From an optimization exercise on the open Yosys and OpenROAD flow, aimed at small area, a short achievable clock period and few clock cycles per item; shortcuts taken in it are not production practice.
Where RTL was checked, it was by simulation tests only, not by an equivalence proof against the original.

run 1:
## iir_df1_biquad_axis
module iir_df1_biquad_axis
#(
    parameter int unsigned coeff_width  = 16,
    parameter int unsigned inout_width  = 16,
    parameter int unsigned scale_factor = 14,
    parameter int          a1_int_coeff = -31880,
    parameter int          a2_int_coeff = 15531,
    parameter int          bo_int_coeff = 167,
    parameter int          b1_int_coeff = -302,
    parameter int          b2_int_coeff = 167
) (
    input  logic                          clk,
    input  logic                          rst,
    input  logic                          s_axis_tvalid,
    input  logic signed [inout_width-1:0] s_axis_tdata,
    output logic                          m_axis_tready,
    output logic signed [inout_width-1:0] m_axis_tdata,
    output logic                          m_axis_tvalid
);
    logic        v1_q, v2_q, v3_q;        
    logic [15:0] hx1_q, hx2_q;            
    logic [15:0] y1_q;                    
    logic [15:0] yb_q;                    
    logic signed [17:0] r, t_d, t_q;
    logic [31:0]  ga_d, ga_q;
    logic [31:10] gb_d, gb_q;
    logic         gc_d, gc_q;
    logic [31:14] acc;
    logic         hi_ok;
    logic [15:0]  y_sat;
    assign r   = 18'(signed'(hx2_q)) - 18'(signed'(hx1_q)) * 18'sd2;
    assign t_d = 18'(signed'(s_axis_tdata)) + r;
    logic gt1, gt2, gt3, gt4, gt5, gt6, gt7, gt8, gt9, gt10, gt11, gt12;
    logic gt13, gt14, gt15, gt16, gt17, gt18, gt19, gt20, gt21, gt22, gt23, gt24;
    logic gt25, gt26, gt27, gt28, gt29, gt30, gt31, gt32, gt33, gt34, gt35, gt36;
    logic gt37, gt38, gt39, gt40, gt41, gt42, gt43, gt44, gt45, gt46, gt47, gt48;
    logic gt49, gt50, gt51, gt52, gt53, gt54, gt55, gt56, gt57, gt58, gt59, gt60;
    logic gt61, gt62, gt63, gt64, gt65, gt66, gt67, gt68, gt69, gt70, gt71, gt72;
  ...
Size in the first run: ~130 flip-flops, roughly 37 I/O pins, about 12000 µm² of cells after synthesis.
Settings: LEC_CHECK=0, ABC_AREA=1, CAP_MARGIN=20, CORE_MARGIN=2, CORE_UTILIZATION=40, SETUP_SLACK_MARGIN=3.0, SLEW_MARGIN=20, SYNTH_HIERARCHICAL=1, SYNTH_MINIMUM_KEEP_SIZE=0; clock period 7.0 ns.
run.sh (not shown) runs the stock make flow with config.mk's settings and CLKGATE_MAP_FILE= SYNTH_SCRIPT=/design/flow/synth_recipe.tcl, a recipe that flattens the netlist after the stock synthesis.
No stage failed in run 1, and the final checks on the layout all came back clean.
Testbench counts of run 1, summed over its fixed seeds: cycles 24,024, items 24,000.
Changes in run 2 relative to run 1:
==> flow/flow/run.sh (new file) <==
#!/bin/bash
# The standard layout (standard.sh: the ORFS flow, standard synthesis included), with
# one change: the buffers placed on the input and output ports are buf_2 cells instead of
# the delay buffers buffer_ports picks by default. Every port still gets its buffer.
set -euo pipefail
export BUFFER_PORTS_ARGS="-buffer_cell sky130_fd_sc_hd__buf_2"
bash standard.sh finish > standard_flow.log 2>&1
==> flow/standard.sh (new file) <==
#!/bin/bash
# synth_recipe.tcl (not shown) runs the flow's synth.tcl, then flattens the netlist and writes it again
# the make line also repeats each setting of config.mk as NAME=value (left out here)
make -C /OpenROAD-flow-scripts/flow DESIGN_CONFIG=/design/flow/config.mk WORK_HOME=/design/flow/orfs CLKGATE_MAP_FILE= SYNTH_SCRIPT=/design/flow/synth_recipe.tcl "${@:-finish}"
removed: flow/run.sh
Results
- Sequential share of layout area ends up lower on run 1.
- Side by side, clock network area share turned out higher in run 2 than in run 1.
- Changes observed in run 2 relative to run 1: met2 wirelength from detailed routing climbed about 2.4%, post-layout minimum cycle time dropped 0.015 ns, depth of the critical timing path with buffers and inverters included climbed 3.
- Post-route clock period utilization: run 2 vs run 1 down 0.21 points
- Summary: with run 1 as the reference, design area in run 2 moved down slightly.
- Required arrival time at the worst endpoint (higher): run 2
- The number of cells in the finished layout apart from fillers of run 2 and that of run 1 are within noise of each other.
Changes in run 3 relative to run 2:
- setting CTS_CLUSTER_SIZE to 40 for the first time
- setting CTS_CLUSTER_DIAMETER to 120 for the first time
==> flow/run.sh (new file) <==
#!/bin/bash
# synth_recipe.tcl (not shown) runs the flow's synth.tcl, then flattens the netlist and writes it again
# the make line also repeats each setting of config.mk as NAME=value (left out here)
make -C /OpenROAD-flow-scripts/flow DESIGN_CONFIG=/design/flow/config.mk WORK_HOME=/design/flow/orfs CLKGATE_MAP_FILE= SYNTH_SCRIPT=/design/flow/synth_recipe.tcl finish
removed: flow/flow/run.sh
removed: flow/standard.sh
Notes after the runs:
~same final-layout fill cell count in run 2 and run 3
Relative to run 2, the wire length the detailed router placed on met1 measured on run 3 has decreased by a few percent.
NOTE per-cell routed wire length run 2->run 3 decreased slightly
Sequential fraction of total cell area in run 3 is 0.24 points below run 2.
On total wire length after detailed routing, the lower figure sits with run 3, not run 2.
Changes in run 4 relative to run 3:
- CTS_CLUSTER_DIAMETER removed (was 120)
- PLACE_DENSITY newly set to 0.75
- CORE_UTILIZATION changed from 40 to 55
- CTS_CLUSTER_SIZE removed (was 40)
==> results.txt <==
- Relative to run 3, via count has increased by about 3% in run 4.
- Against run 3, run 4 reports a sequential share of cell area that is higher.
- In the tables for run 4 and run 3, cell count after placement reads higher with run 3.

========
the previous run:
iir_df1_biquad_axis, a different RTL version from the one above (not shown whole).
For scale: about 2200 cells after synthesis, about 140 flip-flops, about 37 I/O pins, about 0.015 mm² of cells after synthesis.
// iir_df1_biquad_axis
module iir_df1_biquad_axis
#(
    parameter int unsigned coeff_width  = 16,
    parameter int unsigned inout_width  = 16,
    parameter int unsigned scale_factor = 14,
    parameter int          a1_int_coeff = -31880,
    parameter int          a2_int_coeff = 15531,
    parameter int          bo_int_coeff = 167,
    parameter int          b1_int_coeff = -302,
    parameter int          b2_int_coeff = 167
) (
    input  logic                          clk,
    input  logic                          rst,
    input  logic                          s_axis_tvalid,
    input  logic signed [inout_width-1:0] s_axis_tdata,
    output logic                          m_axis_tready,
    output logic signed [inout_width-1:0] m_axis_tdata,
    output logic                          m_axis_tvalid
);
    logic        v1_q, v2_q, v3_q;        
    logic [15:0] hx1_q, hx2_q;            
    logic [15:0] y1_q;                    
    logic [15:0] yb_q;                    
    logic signed [17:0] r, t_d, t_q;
    logic [31:0]  ga_d, ga_q;
    logic [31:7] gb_d, gb_q;
    logic         gc_d, gc_q;
    logic [31:14] acc;
    logic         hi_ok;
    logic [15:0]  y_sat;
    assign r   = 18'(signed'(hx2_q)) - 18'(signed'(hx1_q)) * 18'sd2;
    assign t_d = 18'(signed'(s_axis_tdata)) + r;
    logic gt1, gt2, gt3, gt4, gt5, gt6, gt7, gt8, gt9, gt10, gt11, gt12;
    logic gt13, gt14, gt15, gt16, gt17, gt18, gt19, gt20, gt21, gt22, gt23, gt24;
    logic gt25, gt26, gt27, gt28, gt29, gt30, gt31, gt32, gt33, gt34, gt35, gt36;
    logic gt37, gt38, gt39, gt40, gt41, gt42, gt43, gt44, gt45, gt46, gt47, gt48;
    logic gt49, gt50, gt51, gt52, gt53, gt54, gt55, gt56, gt57, gt58, gt59, gt60;
    logic gt61, gt62, gt63, gt64, gt65, gt66, gt67, gt68, gt69, gt70, gt71, gt72;
    logic gt73, gt74, gt75, gt76, gt77, gt78, gt79, gt80, gt81, gt82, gt83, gt84;
  ...
Settings: LEC_CHECK=0, ABC_AREA=1, CAP_MARGIN=20, CORE_MARGIN=2, CORE_UTILIZATION=40, SETUP_SLACK_MARGIN=3.6, SLEW_MARGIN=20, SYNTH_HIERARCHICAL=1, SYNTH_MINIMUM_KEEP_SIZE=0; clock period 7.0 ns.
Stock flow here: none of the scripts above is used.
What the current run does differently from the previous run at the input level:
Settings: swapping 3.6 for 3.2 in SETUP_SLACK_MARGIN.
## What came out
Note that the non-clock buffer count recorded for the previous run amounts to 2.3 times the value seen in the current run. Run comparison: the current run library cell contributing the largest single delay on the critical path sky130_fd_sc_hd__fa_1; the previous run library cell contributing the largest single delay on the critical path sky130_fd_sc_hd__dfxtp_4. The current run vs. the previous run: total met3 wirelength after detailed routing went down by about 27%. Sort the previous run and the current run by share of the clock period used by the worst path desc -> top: the current run. Taking the previous run as the reference, in the current run core utilization went down, met3 layer usage reported by global route went down, via count of the first global-routing pass went down, share of the final layout cell area in multi-input gates went up. s_axis_tdata[2] as the timing startpoint of the critical path was reported by the current run, and y1_q[8] by the previous run. Changes observed in the current run relative to the previous run: logic depth of the worst setup path including buffers now smaller, post-CTS repair timing setup buffer count went down by 30.
No functional check of the RTL was part of any run of this note.

========
== job 3156 ==
Another version of the RTL of iir_df1_biquad_axis (not shown whole).
Size: about 130 flip-flops, ~37 I/O pins, roughly 0.012 mm2 of cells after synthesis.
Settings: LEC_CHECK=0, ABC_AREA=1, CAP_MARGIN=20, CORE_MARGIN=2, CORE_UTILIZATION=40, SETUP_SLACK_MARGIN=3.2, SLEW_MARGIN=20, SYNTH_HIERARCHICAL=1, SYNTH_MINIMUM_KEEP_SIZE=0; clock period 7.0 ns.
Job 3156 was carried through to the last stage, and its layout satisfied the timing, DRC and antenna checks.
Testbench counts of job 3156, summed over its fixed seeds: cycles 24,024, items 24,000.
Input changes introduced in job 2122 (baseline for comparison: job 3156):
# job 3156
export LEC_CHECK = 0
export ABC_AREA = 1
export CAP_MARGIN = 20
export CORE_MARGIN = 2
export CORE_UTILIZATION = 40
export SETUP_SLACK_MARGIN = 3.2
export SLEW_MARGIN = 20
export SYNTH_HIERARCHICAL = 1
export SYNTH_MINIMUM_KEEP_SIZE = 0
create_clock -name core_clock -period 7.0 [get_ports {clk}]
# job 2122
export LEC_CHECK = 0
export ABC_AREA = 1
export CAP_MARGIN = 20
export CORE_MARGIN = 2
export CORE_UTILIZATION = 40
export CTS_BUF_LIST = sky130_fd_sc_hd__clkbuf_8
export CTS_CLUSTER_DIAMETER = 80
export CTS_CLUSTER_SIZE = 25
export SETUP_SLACK_MARGIN = 3.0
export SLEW_MARGIN = 20
export SYNTH_HIERARCHICAL = 1
export SYNTH_MINIMUM_KEEP_SIZE = 0
create_clock -name core_clock -period 7.0 [get_ports {clk}]
The higher final period utilization of job 2122 and job 3156 is in job 2122. Delta (job 2122 minus job 3156): detailed-router iteration count before antenna repair held. Where normalized max-slew margin is concerned, job 3156 is better than job 2122. | layout multi-input combinational cell count | job 2122 vs job 3156 | ≈ equal |. Taking job 3156 as the reference point, the largest incremental delay on the critical path of job 2122 rises by 0.25 ns. Relative to job 3156, job 2122 degrades setup slack. In job 2122 the area taken by multi-input logic gates turned out 65 um2 lower than in job 3156.
The following lists how job 9283 was set up differently from job 2122:
# job 2122
export LEC_CHECK = 0
export ABC_AREA = 1
export CAP_MARGIN = 20
export CORE_MARGIN = 2
export CORE_UTILIZATION = 40
export CTS_BUF_LIST = sky130_fd_sc_hd__clkbuf_8
export CTS_CLUSTER_DIAMETER = 80
export CTS_CLUSTER_SIZE = 25
export SETUP_SLACK_MARGIN = 3.0
export SLEW_MARGIN = 20
export SYNTH_HIERARCHICAL = 1
export SYNTH_MINIMUM_KEEP_SIZE = 0
create_clock -name core_clock -period 7.0 [get_ports {clk}]
# job 9283
export LEC_CHECK = 0
export ABC_AREA = 1
export CAP_MARGIN = 20
export CORE_MARGIN = 2
export CORE_UTILIZATION = 40
export CTS_BUF_LIST = sky130_fd_sc_hd__clkbuf_8
export SETUP_SLACK_MARGIN = 3.35
export SLEW_MARGIN = 20
export SYNTH_HIERARCHICAL = 1
export SYNTH_MINIMUM_KEEP_SIZE = 0
create_clock -name core_clock -period 7.0 [get_ports {clk}]
==> results.txt <==
Per the final summary, job 9283 finished and its layout is clean on timing, DRC and antenna.
Looking at job 2122 and job 9283, the actual transition at the worst max-transition pin is a wash.
Between job 2122 and job 9283, portion of the layout cell area used by non-clock buffers is lower for job 2122, job 9283 comes in above that.
Looking at area taken by multi-input logic gates, job 9283 sits above job 2122.
Changes observed in job 9283 relative to job 2122: final cell count picked up an extra 20, global-route wire length before repair neither gained nor lost much, number of non-clock buffers in the layout picked up an extra about 46%.
Diff job 2122..job 9283 | synthesized cell count | unchanged
Job 9283 vs job 2122 — average wire per standard cell rose about 1.6%.
### job 9283 -> job 9855
# job 9283
export LEC_CHECK = 0
export ABC_AREA = 1
export CAP_MARGIN = 20
export CORE_MARGIN = 2
export CORE_UTILIZATION = 40
export CTS_BUF_LIST = sky130_fd_sc_hd__clkbuf_8
export SETUP_SLACK_MARGIN = 3.35
export SLEW_MARGIN = 20
export SYNTH_HIERARCHICAL = 1
export SYNTH_MINIMUM_KEEP_SIZE = 0
create_clock -name core_clock -period 7.0 [get_ports {clk}]
# job 9855
export LEC_CHECK = 0
export ABC_AREA = 1
export CAP_MARGIN = 20
export CORE_MARGIN = 2
export CORE_UTILIZATION = 40
export CTS_BUF_LIST = sky130_fd_sc_hd__clkbuf_8
export SETUP_SLACK_MARGIN = 2.8
export SLEW_MARGIN = 20
export SYNTH_HIERARCHICAL = 1
export SYNTH_MINIMUM_KEEP_SIZE = 0
create_clock -name core_clock -period 7.0 [get_ports {clk}]
Cell with the largest stage delay on the worst path: sky130_fd_sc_hd__fa_1 -> job 9283, sky130_fd_sc_hd__dfxtp_1 -> job 9855. When the final numbers for job 9283 and job 9855 were put side by side, the number of filler cells placed in the layout turned out to be smaller in job 9283. In the metrics for job 9283 and job 9855, the one carrying the higher total number of vias is job 9283. Diff job 9283 -> job 9855 | detailed router's first-iteration violation count | up by a few percent.

========
Another version of the RTL of iir_df1_biquad_axis (not shown whole).
Size in the first run: roughly 1400 cells after synthesis, ~130 flip-flops, about 37 I/O pins.
Settings: LEC_CHECK=0, ABC_AREA=1, CAP_MARGIN=20, CORE_MARGIN=2, CORE_UTILIZATION=40, SETUP_SLACK_MARGIN=3.2, SLEW_MARGIN=20, SYNTH_HIERARCHICAL=1, SYNTH_MINIMUM_KEEP_SIZE=0; clock period 7.0 ns.
Testbench counts at the start, summed over its fixed seeds: cycles 24,024, items 24,000.
Change:
==> flow/flow/run.sh (new file) <==
#!/bin/bash
# The standard layout (standard.sh: the ORFS flow, standard synthesis included), with
# one change: the buffers placed on the input and output ports are buf_2 cells instead of
# the delay buffers buffer_ports picks by default. Every port still gets its buffer.
set -euo pipefail
export BUFFER_PORTS_ARGS="-buffer_cell sky130_fd_sc_hd__buf_2"
bash standard.sh finish > standard_flow.log 2>&1
==> flow/standard.sh (new file) <==
#!/bin/bash
# synth_recipe.tcl (not shown) runs the flow's synth.tcl, then flattens the netlist and writes it again
# the make line also repeats each setting of config.mk as NAME=value (left out here)
make -C /OpenROAD-flow-scripts/flow DESIGN_CONFIG=/design/flow/config.mk WORK_HOME=/design/flow/orfs CLKGATE_MAP_FILE= SYNTH_SCRIPT=/design/flow/synth_recipe.tcl "${@:-finish}"
removed: flow/run.sh
The new run ran to the end with no violations.
Maximum frequency fell by 0.47%.
Cell area fell by 1.5%.
Flip-flop and latch count is unchanged.
Count of clock-buffer cells in the layout stays the same.

========
## try-raven
iir_df1_biquad_axis with an RTL version that a note above also has.
Size: about 1300 cells after synthesis, about 37 I/O pins, about 12000 um^2 of cells after synthesis.
Settings: LEC_CHECK=0, ABC_AREA=1, CAP_MARGIN=20, CORE_MARGIN=2, CORE_UTILIZATION=40, CTS_BUF_LIST=sky130_fd_sc_hd__clkbuf_8, SETUP_SLACK_MARGIN=3.0, SLEW_MARGIN=20, SYNTH_HIERARCHICAL=1, SYNTH_MINIMUM_KEEP_SIZE=0; clock period 7.0 ns.
standard.sh (not shown) runs the stock make flow with config.mk's settings and CLKGATE_MAP_FILE= SYNTH_SCRIPT=/design/flow/synth_recipe.tcl, a recipe that flattens the netlist after the stock synthesis.
==> flow/flow/run.sh <==
#!/bin/bash
# The standard layout (standard.sh: the ORFS flow, standard synthesis included), with
# one change: the buffers placed on the input and output ports are buf_2 cells instead of
# the delay buffers buffer_ports picks by default. Every port still gets its buffer.
set -euo pipefail
export BUFFER_PORTS_ARGS="-buffer_cell sky130_fd_sc_hd__buf_2"
bash standard.sh finish > standard_flow.log 2>&1
try-raven finished end to end and its layout was clean on timing, DRC and antenna.
Testbench counts of try-raven, summed over its fixed seeds: cycles 24,024, items 24,000.
## Diff of input files: try-quartz against try-raven
==> flow/run.sh (new file) <==
#!/bin/bash
# synth_recipe.tcl (not shown) runs the flow's synth.tcl, then flattens the netlist and writes it again
# the make line also repeats each setting of config.mk as NAME=value (left out here)
make -C /OpenROAD-flow-scripts/flow DESIGN_CONFIG=/design/flow/config.mk WORK_HOME=/design/flow/orfs CLKGATE_MAP_FILE= SYNTH_SCRIPT=/design/flow/synth_recipe.tcl finish
diff --git a/flow/config.mk b/flow/config.mk
--- a/flow/config.mk
+++ b/flow/config.mk
@@ -7,10 +7,10 @@
 export LEC_CHECK = 0
 export ABC_AREA = 1
-export CAP_MARGIN = 20
+export CAP_MARGIN = 5
 export CORE_MARGIN = 2
 export CORE_UTILIZATION = 40
 export CTS_BUF_LIST = sky130_fd_sc_hd__clkbuf_8
 export SETUP_SLACK_MARGIN = 3.0
-export SLEW_MARGIN = 20
+export SLEW_MARGIN = 5
 export SYNTH_HIERARCHICAL = 1
 export SYNTH_MINIMUM_KEEP_SIZE = 0
removed: flow/flow/run.sh
removed: flow/standard.sh
--- outcome ---
The final setup violation count on try-quartz is in line with that on try-raven. try-quartz reached the final stage; the timing, DRC and antenna checks on its layout passed. Changes observed in try-quartz relative to try-raven: first-pass GRT wire length higher; post-place instance area went up; clock tree buffer count of the final layout stayed essentially flat; routed wirelength normalized by instance count increased by about 1% relative to the old numbers; upper clock frequency limit has increased. try-quartz vs try-raven on largest stage delay on the critical path: try-quartz is the higher one. [try-quartz vs try-raven] wire length the detailed router placed on met1: higher in try-quartz.
Setup changes, try-quartz to try-xenon
diff --git a/flow/config.mk b/flow/config.mk
--- a/flow/config.mk
+++ b/flow/config.mk
@@ -7,10 +7,11 @@
 export LEC_CHECK = 0
 export ABC_AREA = 1
-export CAP_MARGIN = 5
+export CAP_MARGIN = 20
 export CORE_MARGIN = 2
 export CORE_UTILIZATION = 40
 export CTS_BUF_LIST = sky130_fd_sc_hd__clkbuf_8
+export GPL_ROUTABILITY_DRIVEN = 0
 export SETUP_SLACK_MARGIN = 3.0
-export SLEW_MARGIN = 5
+export SLEW_MARGIN = 20
 export SYNTH_HIERARCHICAL = 1
 export SYNTH_MINIMUM_KEEP_SIZE = 0
==> results.txt <==
- Setup slack of the critical path after layout came out exactly the same in try-quartz and try-xenon.
- Comparing try-quartz against try-xenon, there is no change at all in number of non-clock inverters in the layout.
- Per the comparison of try-xenon with try-quartz, clock tree buffer depth held; cell area held.
- Met2 wirelength from detailed routing came out exactly the same in try-quartz and try-xenon.
- try-quartz -> try-xenon: wire length delta 0, exact match
- Reported for try-quartz and try-xenon, final number of max-transition violations turned out identical to the last digit.
- Number of levels in the clock H-tree: try-xenon vs try-quartz identical
- Comparing try-quartz with try-xenon, the number of distinct library cells after synthesis came out essentially unchanged.
Changes in try-indigo relative to try-xenon:
diff --git a/flow/config.mk b/flow/config.mk
--- a/flow/config.mk
+++ b/flow/config.mk
@@ -11,5 +11,4 @@
 export CORE_UTILIZATION = 40
 export CTS_BUF_LIST = sky130_fd_sc_hd__clkbuf_8
-export GPL_ROUTABILITY_DRIVEN = 0
 export SETUP_SLACK_MARGIN = 3.0
 export SLEW_MARGIN = 20
==> comparison <==
- Compared with try-xenon, in try-indigo area growth from synthesis to layout held, via count held, number of buffers inserted by post-CTS setup repair held, synthesized cell count held.
- Count of sequential standard cells: try-xenon vs try-indigo identical
- try-xenon → try-indigo: worst-case reg-to-reg path depth level, number of inverters outside the clock class in the layout ~0 delta.
- As far as worst setup slack goes, try-indigo and try-xenon are indistinguishable; the numbers are identical.

## re-timing with driven ports
Ports are ideal in the flow. The routed layouts listed here were re-timed in OpenROAD.
Step 1 (the two cells are an assumption about what drives the block):
set clk [get_ports {clk}]
set_driving_cell -lib_cell sky130_fd_sc_hd__clkbuf_16 $clk
set_driving_cell -lib_cell sky130_fd_sc_hd__buf_2 [delete_from_list [all_inputs] $clk]
Step 2 times the ports against the registers' clock, not the clock port: input delays grow and output delays shrink by t, the midpoint of the rising clock arrivals with the driver on.
Three values: no drivers, after step 1, after step 2; two values: the first two.
| run | t, ns | setup WS [ns] | clock arrival spread, ns | cell pins on the clock port's net |
|---|---|---|---|---|
| run 1 | 0.462 | 3.213 / 3.213 / 2.861 | 0.014 / 0.015 | 1 |
| run 2 | 0.457 | 3.228 / 3.228 / 2.986 | 0.013 / 0.013 | 1 |
| run 3 | 0.462 | 3.213 / 3.213 / 2.861 | 0.014 / 0.015 | 1 |
| run 4 | 0.464 | 3.177 / 3.177 / 2.779 | 0.012 / 0.012 | 1 |
| the previous run | 0.478 | 3.660 / 3.660 / 3.231 | 0.013 / 0.013 | 1 |
| the current run | 0.479 | 3.424 / 3.457 / 2.978 | 0.011 / 0.012 | 1 |
| job 3156 | 0.472 | 3.387 / 3.387 / 3.101 | 0.011 / 0.011 | 1 |
| job 2122 | 0.487 | 3.346 / 3.346 / 3.094 | 0.012 / 0.013 | 1 |
| job 9283 | 0.489 | 3.326 / 3.326 / 3.178 | 0.012 / 0.012 | 1 |
| job 9855 | 0.486 | 3.050 / 3.050 / 3.050 | 0.011 / 0.011 | 1 |
| the first run of note 4 | 0.472 | 3.377 / 3.377 / 3.079 | 0.015 / 0.015 | 1 |
| the second run of note 4 | 0.466 | 3.360 / 3.360 / 3.360 | 0.015 / 0.015 | 1 |
| try-raven | 0.489 | 3.290 / 3.290 / 3.290 | 0.020 / 0.020 | 1 |
| try-quartz | 0.487 | 3.346 / 3.346 / 3.094 | 0.012 / 0.013 | 1 |
| try-xenon | 0.487 | 3.346 / 3.346 / 3.094 | 0.012 / 0.013 | 1 |
| try-indigo | 0.487 | 3.346 / 3.346 / 3.094 | 0.012 / 0.013 | 1 |
After both steps setup and hold are still met in every run listed. The setup slack of the current run, which loses most, moves by +0.033 ns with the drivers and by -0.446 ns with both steps.
